This is an optimization exercise on Yosys and OpenROAD, whose aim is small area, a short achievable clock period and few clock cycles per item, not a production implementation.

==> flow/design.v <==
package rce_pkg;
    localparam int BOUND_W   = 32;
    localparam int FREQ_W    = 16;
    localparam int TRY_W     = 19;
    localparam int DIV_K     = 2;
    localparam int DIV_CYC   = BOUND_W / DIV_K;
    localparam int DIV_CNT_W = $clog2(DIV_CYC);
    localparam logic OP_ENCODE = 1'b0;
    localparam logic OP_FLUSH  = 1'b1;
endpackage
module rce_muldiv (
    input  logic [rce_pkg::FREQ_W-1:0]  i_r,
    input  logic [rce_pkg::DIV_K-1:0]   i_b,
    input  logic [rce_pkg::BOUND_W-1:0] i_sq,
    input  logic [rce_pkg::DIV_K-1:0]   i_l,
    input  logic [rce_pkg::FREQ_W-1:0]  i_k0,
    input  logic [rce_pkg::FREQ_W:0]    i_k1c,
    input  logic [rce_pkg::FREQ_W+1:0]  i_k2c,
    input  logic [rce_pkg::FREQ_W:0]    i_k1,
    output logic [rce_pkg::FREQ_W-1:0]  o_r,
    output logic [rce_pkg::BOUND_W-1:0] o_sq,
    output logic [rce_pkg::DIV_K-1:0]   o_qb
);
    localparam int TW = rce_pkg::TRY_W;
    localparam int FW = rce_pkg::FREQ_W;
    always_comb begin
        logic [TW-1:0]               a, y0, y1, y2, k1, k1c, k2c, k2;
        logic [FW-1:0]               r;
        logic [rce_pkg::BOUND_W-1:0] sq;
        logic                        b, l, p1, p2, one;
        r  = i_r;
        sq = i_sq;
        k1  = {{(TW-FW-1){i_k1[FW]}}, i_k1};
        k1c = {{(TW-FW-1){i_k1c[FW]}}, i_k1c};
        k2c = {{(TW-FW-2){i_k2c[FW+1]}}, i_k2c};
        k2  = {k1[TW-2:0], 1'b0};
        for (int k = 0; k < rce_pkg::DIV_K; k++) begin
            b   = i_b[rce_pkg::DIV_K-1-k];
            l   = i_l[rce_pkg::DIV_K-1-k];
            a   = {2'd0, r, 1'b0};
            y0  = a + (b ? {3'd0, i_k0} : '0);
            y1  = a + (b ? k1c : k1);
            y2  = a + (b ? k2c : k2);
            p1  = !y1[TW-1];
            p2  = !y2[TW-1];
            r   = ({FW{p2}} & y2[FW-1:0]) | ({FW{p1 & !p2}} & y1[FW-1:0]) | ({FW{!p1}} & y0[FW-1:0]);
            one = p1 && !p2;
            sq  = {sq[rce_pkg::BOUND_W-2:0], one ^ l};
            o_qb[rce_pkg::DIV_K-1-k] = p2 || (one && l);
        end
        o_r  = r;
        o_sq = sq;
    end
endmodule
module range_coder_encoder_top (
    input  logic        i_clk,
    input  logic        i_rst_n,
    input  logic        i_s_axis_tvalid,
    output logic        o_s_axis_tready,
    input  logic [47:0] i_s_axis_tdata,   
    input  logic        i_s_axis_tuser,   
    output logic        o_m_axis_tvalid,
    input  logic        i_m_axis_tready,
    output logic [7:0]  o_m_axis_tdata,   
    output logic        o_m_axis_tlast
);
    localparam int W  = rce_pkg::BOUND_W;
    localparam int F  = rce_pkg::FREQ_W;
    localparam int K  = rce_pkg::DIV_K;
    typedef enum logic [1:0] {
        S_IDLE = 2'd0,
        S_DIV  = 2'd1,
        S_FIN  = 2'd2
    } t_state;
    t_state                        r_state;
    logic [rce_pkg::DIV_CNT_W-1:0] r_cnt;
    logic [1:0]                    r_ecnt;
    logic                          r_pend, r_flush, r_hold, r_inv;
    logic [W-1:0]                  r_low, r_high;
    logic [F-1:0]                  r_k0_lo, r_k0_hi;
    logic [F:0]                    r_k1, r_k1c_lo, r_k1c_hi;
    logic [F+1:0]                  r_k2c_lo, r_k2c_hi;
    logic [F-1:0]                  r_r_lo, r_r_hi;
    logic [W-1:0]                  r_sq_lo, r_sq_hi;
    logic [F-1:0]   in_cum, in_fr, in_tot;
    logic [F:0]     in_sum;
    logic [F+1:0]   in_d1;
    logic           op_flush, op_valid;
    logic [W:0]     span, span_b;
    logic           full, top_eq, emit, emit_last, emit_end, start;
    logic [F-1:0]   n_r_lo, n_r_hi;
    logic [W-1:0]   n_sq_lo, n_sq_hi;
    logic [K-1:0]   n_qb_lo, n_qb_hi;
    logic [W-1:0]   new_low, new_high;
    assign in_cum   = i_s_axis_tdata[F-1:0];
    assign in_fr    = i_s_axis_tdata[F +: F];
    assign in_tot   = i_s_axis_tdata[2*F +: F];
    assign in_sum   = {1'b0, in_cum} + {1'b0, in_fr};
    assign op_flush = (i_s_axis_tuser == rce_pkg::OP_FLUSH);
    assign in_d1    = {1'b0, in_sum} - {2'd0, in_tot};
    assign op_valid = (in_fr != '0) && (in_tot != '0) && (in_d1[F+1] || (in_d1 == '0));
    assign span_b = {1'b0, r_high} - {1'b0, r_low} + 33'd1;
    assign span   = emit_end ? {span_b[W-8:0], 8'h00} : span_b;
    assign full   = span[W];
    assign top_eq    = (r_low[31:24] == r_high[31:24]);
    assign emit      = (r_state == S_IDLE) && (r_flush || (r_pend && top_eq));
    assign emit_last = (r_ecnt == 2'd3) || (!r_flush && (r_low[23:16] != r_high[23:16]));
    assign emit_end  = emit && !r_flush && emit_last;
    assign start     = (r_state == S_IDLE) && (!emit || (emit_end && i_m_axis_tready)) &&
                       i_s_axis_tvalid && !op_flush && op_valid;
    always_comb begin
        o_s_axis_tready = 1'b0;
        if (r_state == S_IDLE) begin
            o_s_axis_tready = !emit && (op_flush || (r_hold && r_inv));
        end else if (r_state == S_FIN) begin
            o_s_axis_tready = 1'b1;
        end
    end
    rce_muldiv u_lo (
        .i_r(r_r_lo), .i_b(r_sq_lo[W-1 -: K]), .i_sq(r_sq_lo), .i_l(r_low[W-1 -: K]),
        .i_k0(r_k0_lo), .i_k1c(r_k1c_lo), .i_k2c(r_k2c_lo), .i_k1(r_k1),
        .o_r(n_r_lo), .o_sq(n_sq_lo), .o_qb(n_qb_lo)
    );
    rce_muldiv u_hi (
        .i_r(r_r_hi), .i_b(r_sq_lo[W-1 -: K]), .i_sq(r_sq_hi), .i_l(r_low[W-1 -: K]),
        .i_k0(r_k0_hi), .i_k1c(r_k1c_hi), .i_k2c(r_k2c_hi), .i_k1(r_k1),
        .o_r(n_r_hi), .o_sq(n_sq_hi), .o_qb(n_qb_hi)
    );
    assign new_low  = r_sq_lo + {r_low[W-2:0], 1'b0};
    assign new_high = r_sq_hi + {r_high[W-2:0], 1'b0} - 32'd1;
    always_ff @(posedge i_clk) begin
        r_k0_lo  <= in_cum;
        r_k0_hi  <= in_sum[F-1:0];
        r_k1     <= -{1'b0, in_tot};
        r_k1c_lo <= {1'b0, in_cum} - {1'b0, in_tot};
        r_k1c_hi <= in_d1[F:0];
        r_k2c_lo <= {2'd0, in_cum} - {1'b0, in_tot, 1'b0};
        r_k2c_hi <= {1'b0, in_sum} - {1'b0, in_tot, 1'b0};
        r_inv    <= !op_valid;
        r_r_lo  <= n_r_lo;
        r_r_hi  <= n_r_hi;
        r_sq_lo <= n_sq_lo;
        r_sq_hi <= n_sq_hi;
        if (r_state == S_IDLE) begin
            r_r_lo  <= full ? in_cum : '0;
            r_r_hi  <= full ? in_sum[F-1:0] : '0;
            r_sq_lo <= span[W-1:0];
        end
        if (!i_rst_n) begin
            r_state <= S_IDLE;
            r_cnt   <= '0;
            r_ecnt  <= '0;
            r_pend  <= 1'b0;
            r_flush <= 1'b0;
            r_hold  <= 1'b0;
            r_low   <= '0;
            r_high  <= '1;
        end else begin
            r_hold <= i_s_axis_tvalid && !o_s_axis_tready;
            case (r_state)
                S_IDLE: begin
                    if (emit) begin
                        if (i_m_axis_tready) begin
                            r_ecnt <= r_ecnt + 2'd1;
                            r_low  <= {r_low[W-9:0], 8'h00};
                            if (!r_flush) r_high <= {r_high[W-9:0], 8'hFF};
                            if (emit_last) begin
                                r_pend  <= 1'b0;
                                r_flush <= 1'b0;
                            end
                            if (start) begin
                                r_state <= S_DIV;
                                r_cnt   <= '0;
                            end
                        end
                    end else begin
                        r_pend <= 1'b0;
                        r_ecnt <= '0;
                        if (i_s_axis_tvalid && op_flush) begin
                            r_flush <= 1'b1;
                        end else if (start) begin
                            r_state <= S_DIV;
                            r_cnt   <= '0;
                        end
                    end
                end
                S_DIV: begin
                    r_cnt  <= r_cnt + 1'b1;
                    r_low  <= {r_low[W-K-1:0], n_qb_lo};
                    r_high <= {r_high[W-K-1:0], n_qb_hi};
                    if (r_cnt == rce_pkg::DIV_CNT_W'(rce_pkg::DIV_CYC - 1)) begin
                        r_state <= S_FIN;
                    end
                end
                S_FIN: begin
                    r_state <= S_IDLE;
                    r_pend  <= 1'b1;
                    r_ecnt  <= '0;
                    r_low   <= new_low;
                    r_high  <= new_high;
                end
                default: r_state <= S_IDLE;
            endcase
        end
    end
    assign o_m_axis_tvalid = emit;
    assign o_m_axis_tdata  = r_flush ? r_low[W-1:W-8] : r_high[W-1:W-8];
    assign o_m_axis_tlast  = emit_last;
endmodule
export LEC_CHECK = 0
export ABC_CLOCK_PERIOD_IN_PS = 4000
export CAP_MARGIN = 20
export CORE_MARGIN = 2
export CORE_UTILIZATION = 40
export SETUP_SLACK_MARGIN = 5
export SLEW_MARGIN = 20
create_clock -name core_clock -period 11.0 [get_ports {i_clk}]
run.sh (not shown) runs the stock make flow with config.mk's settings and CLKGATE_MAP_FILE= SYNTH_SCRIPT=/design/flow/synth_recipe.tcl, a recipe that flattens the netlist after the stock synthesis.
Then changed:
--- a/flow/design.v
+++ b/flow/design.v
@@ -11,5 +11,4 @@
 module rce_muldiv (
     input  logic [rce_pkg::FREQ_W-1:0]  i_r,
-    input  logic [rce_pkg::DIV_K-1:0]   i_b,
     input  logic [rce_pkg::BOUND_W-1:0] i_sq,
     input  logic [rce_pkg::DIV_K-1:0]   i_l,
@@ -36,5 +35,5 @@
         k2  = {k1[TW-2:0], 1'b0};
         for (int k = 0; k < rce_pkg::DIV_K; k++) begin
-            b   = i_b[rce_pkg::DIV_K-1-k];
+            b   = sq[rce_pkg::BOUND_W-1];
             l   = i_l[rce_pkg::DIV_K-1-k];
             a   = {2'd0, r, 1'b0};
@@ -85,5 +84,4 @@
     logic [F-1:0]   in_cum, in_fr, in_tot;
     logic [F:0]     in_sum;
-    logic [F+1:0]   in_d1;
     logic           op_flush, op_valid;
     logic [W:0]     span, span_b;
@@ -92,5 +90,5 @@
     logic [W-1:0]   n_sq_lo, n_sq_hi;
     logic [K-1:0]   n_qb_lo, n_qb_hi;
-    logic [W-1:0]   new_low, new_high;
+    logic [W-1:0]   new_low, new_high, low_o, high_o;
     assign in_cum   = i_s_axis_tdata[F-1:0];
     assign in_fr    = i_s_axis_tdata[F +: F];
@@ -98,6 +96,5 @@
     assign in_sum   = {1'b0, in_cum} + {1'b0, in_fr};
     assign op_flush = (i_s_axis_tuser == rce_pkg::OP_FLUSH);
-    assign in_d1    = {1'b0, in_sum} - {2'd0, in_tot};
-    assign op_valid = (in_fr != '0) && (in_tot != '0) && (in_d1[F+1] || (in_d1 == '0));
+    assign op_valid = (in_fr != '0) && (in_tot != '0) && (in_sum <= {1'b0, in_tot});
     assign span_b = {1'b0, r_high} - {1'b0, r_low} + 33'd1;
     assign span   = emit_end ? {span_b[W-8:0], 8'h00} : span_b;
@@ -118,10 +115,10 @@
     end
     rce_muldiv u_lo (
-        .i_r(r_r_lo), .i_b(r_sq_lo[W-1 -: K]), .i_sq(r_sq_lo), .i_l(r_low[W-1 -: K]),
+        .i_r(r_r_lo), .i_sq(r_sq_lo), .i_l(r_low[W-1 -: K]),
         .i_k0(r_k0_lo), .i_k1c(r_k1c_lo), .i_k2c(r_k2c_lo), .i_k1(r_k1),
         .o_r(n_r_lo), .o_sq(n_sq_lo), .o_qb(n_qb_lo)
     );
     rce_muldiv u_hi (
-        .i_r(r_r_hi), .i_b(r_sq_lo[W-1 -: K]), .i_sq(r_sq_hi), .i_l(r_low[W-1 -: K]),
+        .i_r(r_r_hi), .i_sq(r_sq_hi), .i_l(r_low[W-1 -: K]),
         .i_k0(r_k0_hi), .i_k1c(r_k1c_hi), .i_k2c(r_k2c_hi), .i_k1(r_k1),
         .o_r(n_r_hi), .o_sq(n_sq_hi), .o_qb(n_qb_hi)
@@ -129,4 +126,16 @@
     assign new_low  = r_sq_lo + {r_low[W-2:0], 1'b0};
     assign new_high = r_sq_hi + {r_high[W-2:0], 1'b0} - 32'd1;
+    always_comb begin
+        low_o  = r_low;
+        high_o = r_high;
+        if (r_state == S_IDLE && emit && i_m_axis_tready) begin
+            low_o = {r_low[W-9:0], 8'h00};
+            if (!r_flush) high_o = {r_high[W-9:0], 8'hFF};
+        end
+        if (r_state == S_FIN) begin
+            low_o  = new_low;
+            high_o = new_high;
+        end
+    end
     always_ff @(posedge i_clk) begin
         r_k0_lo  <= in_cum;
@@ -134,5 +143,5 @@
         r_k1     <= -{1'b0, in_tot};
         r_k1c_lo <= {1'b0, in_cum} - {1'b0, in_tot};
-        r_k1c_hi <= in_d1[F:0];
+        r_k1c_hi <= in_sum - {1'b0, in_tot};
         r_k2c_lo <= {2'd0, in_cum} - {1'b0, in_tot, 1'b0};
         r_k2c_hi <= {1'b0, in_sum} - {1'b0, in_tot, 1'b0};
@@ -146,4 +155,5 @@
             r_r_hi  <= full ? in_sum[F-1:0] : '0;
             r_sq_lo <= span[W-1:0];
+            r_sq_hi <= span[W-1:0];
         end
         if (!i_rst_n) begin
@@ -163,6 +173,4 @@
                         if (i_m_axis_tready) begin
                             r_ecnt <= r_ecnt + 2'd1;
-                            r_low  <= {r_low[W-9:0], 8'h00};
-                            if (!r_flush) r_high <= {r_high[W-9:0], 8'hFF};
                             if (emit_last) begin
                                 r_pend  <= 1'b0;
@@ -187,6 +195,4 @@
                 S_DIV: begin
                     r_cnt  <= r_cnt + 1'b1;
-                    r_low  <= {r_low[W-K-1:0], n_qb_lo};
-                    r_high <= {r_high[W-K-1:0], n_qb_hi};
                     if (r_cnt == rce_pkg::DIV_CNT_W'(rce_pkg::DIV_CYC - 1)) begin
                         r_state <= S_FIN;
@@ -197,9 +203,14 @@
                     r_pend  <= 1'b1;
                     r_ecnt  <= '0;
-                    r_low   <= new_low;
-                    r_high  <= new_high;
                 end
                 default: r_state <= S_IDLE;
             endcase
+            if (r_state == S_DIV) begin
+                r_low  <= {r_low[W-K-1:0], n_qb_lo};
+                r_high <= {r_high[W-K-1:0], n_qb_hi};
+            end else begin
+                r_low  <= low_o;
+                r_high <= high_o;
+            end
         end
     end
Setup slack is better by 240 ps.
Die area rose by 1.1%.
Worst hold slack is better by 100 ps.
Synthesized area rose by 1.1%.
Global-route usage rose by 0.44 points.
First-iteration DRC count rose by 1.2%.
Count of clock-buffer cells in the layout rose by 5.
Design area fell by 1.7%.
Core utilization fell by 1.6 points.
Function was not checked in any run of this note: the RTL went through the layout flow alone.

## static timing again, ports no longer ideal
How much do the figures lean on ideal ports? The routed layouts below were timed once more, with nothing changed but the port constraints. Step 1, drivers: a clkbuf_16 drives i_clk and a buf_2 each remaining input, both assumed. Step 2 adds t to the input delays and takes it off the output delays; t is the mean of the earliest and latest rising clock arrival at the registers after step 1. Input paths then give back, and output paths get back, about the clock's delay inside the block. Three values: no drivers, after step 1, after step 2; two values: the first two.
run | t (ns) | setup slack, ns | worst setup path at the end | latest minus earliest clock arrival (ns) | worst register clock-pin slew, ns
the first run | 0.629 | 4.761 / 4.803 / 4.174 | input to register | 0.029 / 0.029 | 0.07 / 0.07
the second run | 0.613 | 5.006 / 5.027 / 4.414 | input to register | 0.028 / 0.027 | 0.07 / 0.07
After both steps setup and hold are still met in every run listed. The setup slack of the second run, which loses most, moves by +0.021 ns with the drivers and by -0.592 ns with both steps.
